What follows belongs to an exercise in optimizing a design on an open flow for small area; a production flow would make more cautious choices. At most, simulation tests tie the RTL to the original design; equivalence was not proved.

==> job 1091 <==
Design midi_synth_top, start of the top module:
module midi_synth_top #(
    parameter int NUM_VOICES    = 4,
    parameter int ATTACK_TIME   = 4,
    parameter int SUSTAIN_TIME  = 40,
    parameter int REL_TIME      = 8,
    parameter int SAMPLE_DIVIDE = 16
) (
    input  logic                        clk,
    input  logic                        reset,
    input  logic [7:0]                  midi_byte,
    input  logic                        midi_valid,
    input  logic [15:0]                 sustain_inc,
    output logic signed [15:0]          mix_sample,
    output logic                        mix_valid,
    output logic [NUM_VOICES-1:0]       voice_on,
    output logic [NUM_VOICES-1:0][7:0]  voice_gain
);
==> module midi_byte_parser, before the edit <==
module midi_byte_parser (
    input  logic       clk,
    input  logic       reset,
    input  logic [7:0] midi_byte,
    input  logic       midi_valid,
    output logic       note_event,    
    output logic [5:0] ev_idx,        
    output logic       ev_on,         
    output logic       pedal          
);
    logic [1:0] st;
    logic [1:0] st_new;
    logic       have_first;
    logic [6:0] first_byte;
    logic       data_byte;
    logic       pair_done;
    logic [6:0] idx7;
    logic       playable;
    logic       pedal_ev1, pedal_ev2, pedal_val;
    assign data_byte = midi_valid && !midi_byte[7] && (st != 2'd0);
    assign pair_done = data_byte && have_first;
    always_comb begin
        case (midi_byte)
            8'h80:   st_new = 2'd1;
            8'h90:   st_new = 2'd2;
            8'hB0:   st_new = 2'd3;
            default: st_new = 2'd0;
        endcase
    end
    always_comb begin
        logic c;
        c = 1'b0;
        for (int i = 0; i < 7; i++) begin
            idx7[i] = first_byte[i] ^ 1'(7'd100 >> i) ^ c;
            c = (first_byte[i] & 1'(7'd100 >> i)) | (c & (first_byte[i] ^ 1'(7'd100 >> i)));
        end
    end
    assign playable = !idx7[6] && (idx7[5:0] != 6'd0);
    always_ff @(posedge clk) begin
        if (reset) begin
            st         <= 2'd0;
            have_first <= 1'b0;
            note_event <= 1'b0;
            pedal_ev1  <= 1'b0;
            pedal_ev2  <= 1'b0;
            pedal      <= 1'b0;
        end else begin
            note_event <= pair_done && (st != 2'd3) && playable;
            pedal_ev1  <= pair_done && (st == 2'd3) && (first_byte == SUSTAIN_CC);
            pedal_ev2  <= pedal_ev1;
            if (pedal_ev2) pedal <= pedal_val;
            if (midi_valid && midi_byte[7] && (midi_byte[6:3] != 4'hF)) begin
                st         <= st_new;
                have_first <= 1'b0;
            end else if (data_byte) begin
                have_first <= !have_first;
            end
        end
    end
    always_ff @(posedge clk) begin
        if (data_byte && !have_first) first_byte <= midi_byte[6:0];
        ev_idx <= idx7[5:0];
        if (pair_done) begin
            ev_on     <= (st == 2'd2) && (midi_byte[6:0] != 7'd0);
            pedal_val <= midi_byte[6];
        end
    end
endmodule
==> module voice_mixer, before the edit <==
module voice_mixer #(
    parameter int NUM_VOICES    = 4,
    parameter int SAMPLE_DIVIDE = 1024
) (
    input  logic                        clk,
    input  logic                        reset,
    input  logic [15:0]                 head_phase,
    input  logic [NUM_VOICES-1:0][7:0]  voice_gain,
    output logic                        started,
    output logic                        tick,
    output logic                        wpass,
    output logic [1:0]                  slot,
    output logic signed [15:0]          mix_sample,
    output logic                        mix_valid
);
    localparam int DIV_W = $clog2(SAMPLE_DIVIDE);
    logic [DIV_W-1:0] div_count;
    logic [DIV_W-1:0] div_inc;
    logic [7:0]       ga, gb;        
    logic [7:0]       g;
    logic [17:0]      acc;
    logic [17:0]      a;
    logic [17:0]      nxt;
    always_comb begin
        logic c;
        c = 1'b1;
        for (int i = 0; i < DIV_W; i++) begin
            div_inc[i] = div_count[i] ^ c;
            c = div_count[i] & c;
        end
    end
    always_ff @(posedge clk) begin
        if (reset) begin
            div_count <= '0;
            started   <= 1'b0;
        end else begin
            if (div_count == DIV_W'(SAMPLE_DIVIDE - 1)) begin
                div_count <= '0;
                started   <= 1'b1;
            end else begin
                div_count <= div_inc;
            end
        end
    end
    assign tick  = started && (div_count == '0);
    assign wpass = started && (div_count[DIV_W-1:2] == '0);
    assign slot  = div_count[1:0];
    always_ff @(posedge clk) begin
        gb <= voice_gain[3];
        ga <= (slot == 2'd1) ? voice_gain[2] : gb;
    end
    assign g = (slot == 2'd0) ? voice_gain[0] : (slot == 2'd1) ? voice_gain[1] : ga;
    assign a = (slot == 2'd0) ? 18'd177152 : acc;
    mixer_mac mac_i (.u(head_phase), .g, .a, .nxt);
    always_ff @(posedge clk) acc <= nxt;
    always_ff @(posedge clk) begin
        if (reset) mix_valid <= 1'b0;
        else       mix_valid <= wpass && (slot == 2'd3);
    end
    always_comb begin
        if (acc[17] && !(acc[16] && acc[15]))       mix_sample = 16'h8000;
        else if (!acc[17] && (acc[16] || acc[15])) mix_sample = 16'h7fff;
        else                                        mix_sample = acc[15:0];
    end
endmodule
==> flow/config.mk <==
export PLATFORM = sky130hd
export DESIGN_NAME = midi_synth_top
export DESIGN_NICKNAME = midi_synth_top
export VERILOG_FILES = /design/flow/design.v
export SDC_FILE = /design/flow/constraint.sdc
export NUM_CORES = 4
export LEC_CHECK = 0
export ABC_AREA = 1
export CAP_MARGIN = 20
export CORE_MARGIN = 2
export CORE_UTILIZATION = 65
export GPL_TIMING_DRIVEN = 0
export SLEW_MARGIN = 20
==> flow/constraint.sdc <==
create_clock -name core_clock -period 12.0 [get_ports {clk}]
set_input_delay 2.4000 -clock core_clock [delete_from_list [all_inputs] [get_ports {clk}]]
set_output_delay 2.4000 -clock core_clock [all_outputs]
set_load 0.01 [all_outputs]
standard.sh (not shown) runs the stock make flow with config.mk's settings and CLKGATE_MAP_FILE= SYNTH_SCRIPT=/design/flow/synth_recipe.tcl, a recipe that flattens the netlist after the stock synthesis.
==> flow/flow/run.sh <==
#!/bin/bash
# The standard layout with two changes: the input and output ports are buffered with the
# smallest buffer cell instead of the one buffer_ports picks by itself, and clock tree synthesis
# adds no dummy loads.
set -euo pipefail
export BUFFER_PORTS_ARGS="-buffer_cell sky130_fd_sc_hd__buf_1"
export CTS_ARGS="-sink_clustering_enable -repair_clock_nets -sink_clustering_size 25 -sink_clustering_max_diameter 100 -buf_list sky130_fd_sc_hd__clkbuf_16 -dont_use_dummy_load"
bash standard.sh > standard.log 2>&1
==> job 9040: changes against job 1091 <==
--- a/flow/design.v
+++ b/flow/design.v
@@ -74,4 +74,4 @@
         if (data_byte && !have_first) first_byte <= midi_byte[6:0];
-        ev_idx <= idx7[5:0];
         if (pair_done) begin
+            ev_idx    <= idx7[5:0];
             ev_on     <= (st == 2'd2) && (midi_byte[6:0] != 7'd0);
@@ -398,12 +398,15 @@
     mixer_mac mac_i (.u(head_phase), .g, .a, .nxt);
-    always_ff @(posedge clk) acc <= nxt;
     always_ff @(posedge clk) begin
-        if (reset) mix_valid <= 1'b0;
-        else       mix_valid <= wpass && (slot == 2'd3);
+        if (!wpass && slot == 2'd0) begin
+            if (acc[17] && !(acc[16] && acc[15]))       acc <= 18'h38000;
+            else if (!acc[17] && (acc[16] || acc[15])) acc <= 18'h07fff;
+        end else begin
+            acc <= nxt;
+        end
     end
-    always_comb begin
-        if (acc[17] && !(acc[16] && acc[15]))       mix_sample = 16'h8000;
-        else if (!acc[17] && (acc[16] || acc[15])) mix_sample = 16'h7fff;
-        else                                        mix_sample = acc[15:0];
+    always_ff @(posedge clk) begin
+        if (reset) mix_valid <= 1'b0;
+        else       mix_valid <= started && (div_count == DIV_W'(NUM_VOICES));
     end
+    assign mix_sample = acc[15:0];
 endmodule
==> flow/flow/run.sh (replaced) <==
#!/bin/bash
# The standard layout, except that the input and output ports are buffered with the
# smallest buffer cell instead of the one buffer_ports picks by itself.
set -euo pipefail
export BUFFER_PORTS_ARGS="-buffer_cell sky130_fd_sc_hd__buf_1"
bash standard.sh > standard.log 2>&1
CTS_BUF_LIST = sky130_fd_sc_hd__clkbuf_16   (was default)
CTS_CLUSTER_DIAMETER = 100   (was default)
CTS_CLUSTER_SIZE = 25   (was default)
GPL_TIMING_DRIVEN = default   (was 0)
==> results.toml <==
[global_routing]
grt_use_met3_pct = 3.960

[synthesis]
syn_nets = 2489
synth_edf_count = 37

[critical_path]
reg2regPathDepth = 36

[sta]
tightest_slew_ps = 981.1

[detailed_routing]
met2RoutedLength_mm = 22.73

[run_status]
status = "complete, no violations"

[die]
chipWidth_um = 172.1

[placement]
gp_congestion = 0.9664
[end of results for job 1091]
==> results.toml <==
[run_status]
status = "complete, no violations"

[die]
chipWidth_um = 174.2
core_area_um2 = 28630

[synthesis]
syn_nets = 2546
synthAdderAreaFrac_pct = 18.01
synth_edf_count = 61

[detailed_routing]
met2RoutedLength_mm = 23.03

[sta]
tightest_slew_ps = 861.3

[critical_path]
reg2regPathDepth = 33
[end of results for job 9040]
Function not checked in job 1091: the RTL went through the layout flow alone.

## re-timing with driven ports
How much do the figures lean on ideal ports? The routed layouts below were timed once more, with nothing changed but the port constraints.
Step 1 sets driving cells, clkbuf_16 on the clock port and buf_2 on the other inputs (assumed; they add their load-dependent delay and slew).
Step 2 times the ports against the registers' clock, not the clock port: input delays grow and output delays shrink by t, the midpoint of the rising clock arrivals with the driver on.
Three values: no drivers, after step 1, after step 2; two values: the first two.
run	t, ns	slack for setup (ns)	latest minus earliest clock arrival (ns)	worst register clock-pin slew, ns	worst slew at a driven data input, ns
job 1091	0.543	0.537 / 0.537 / 0.537	0.076 / 0.076	0.10 / 0.10	0.06
job 9040	0.573	0.601 / 0.601 / 0.601	0.031 / 0.031	0.10 / 0.10	0.05
After both steps setup and hold are still met in every run listed.
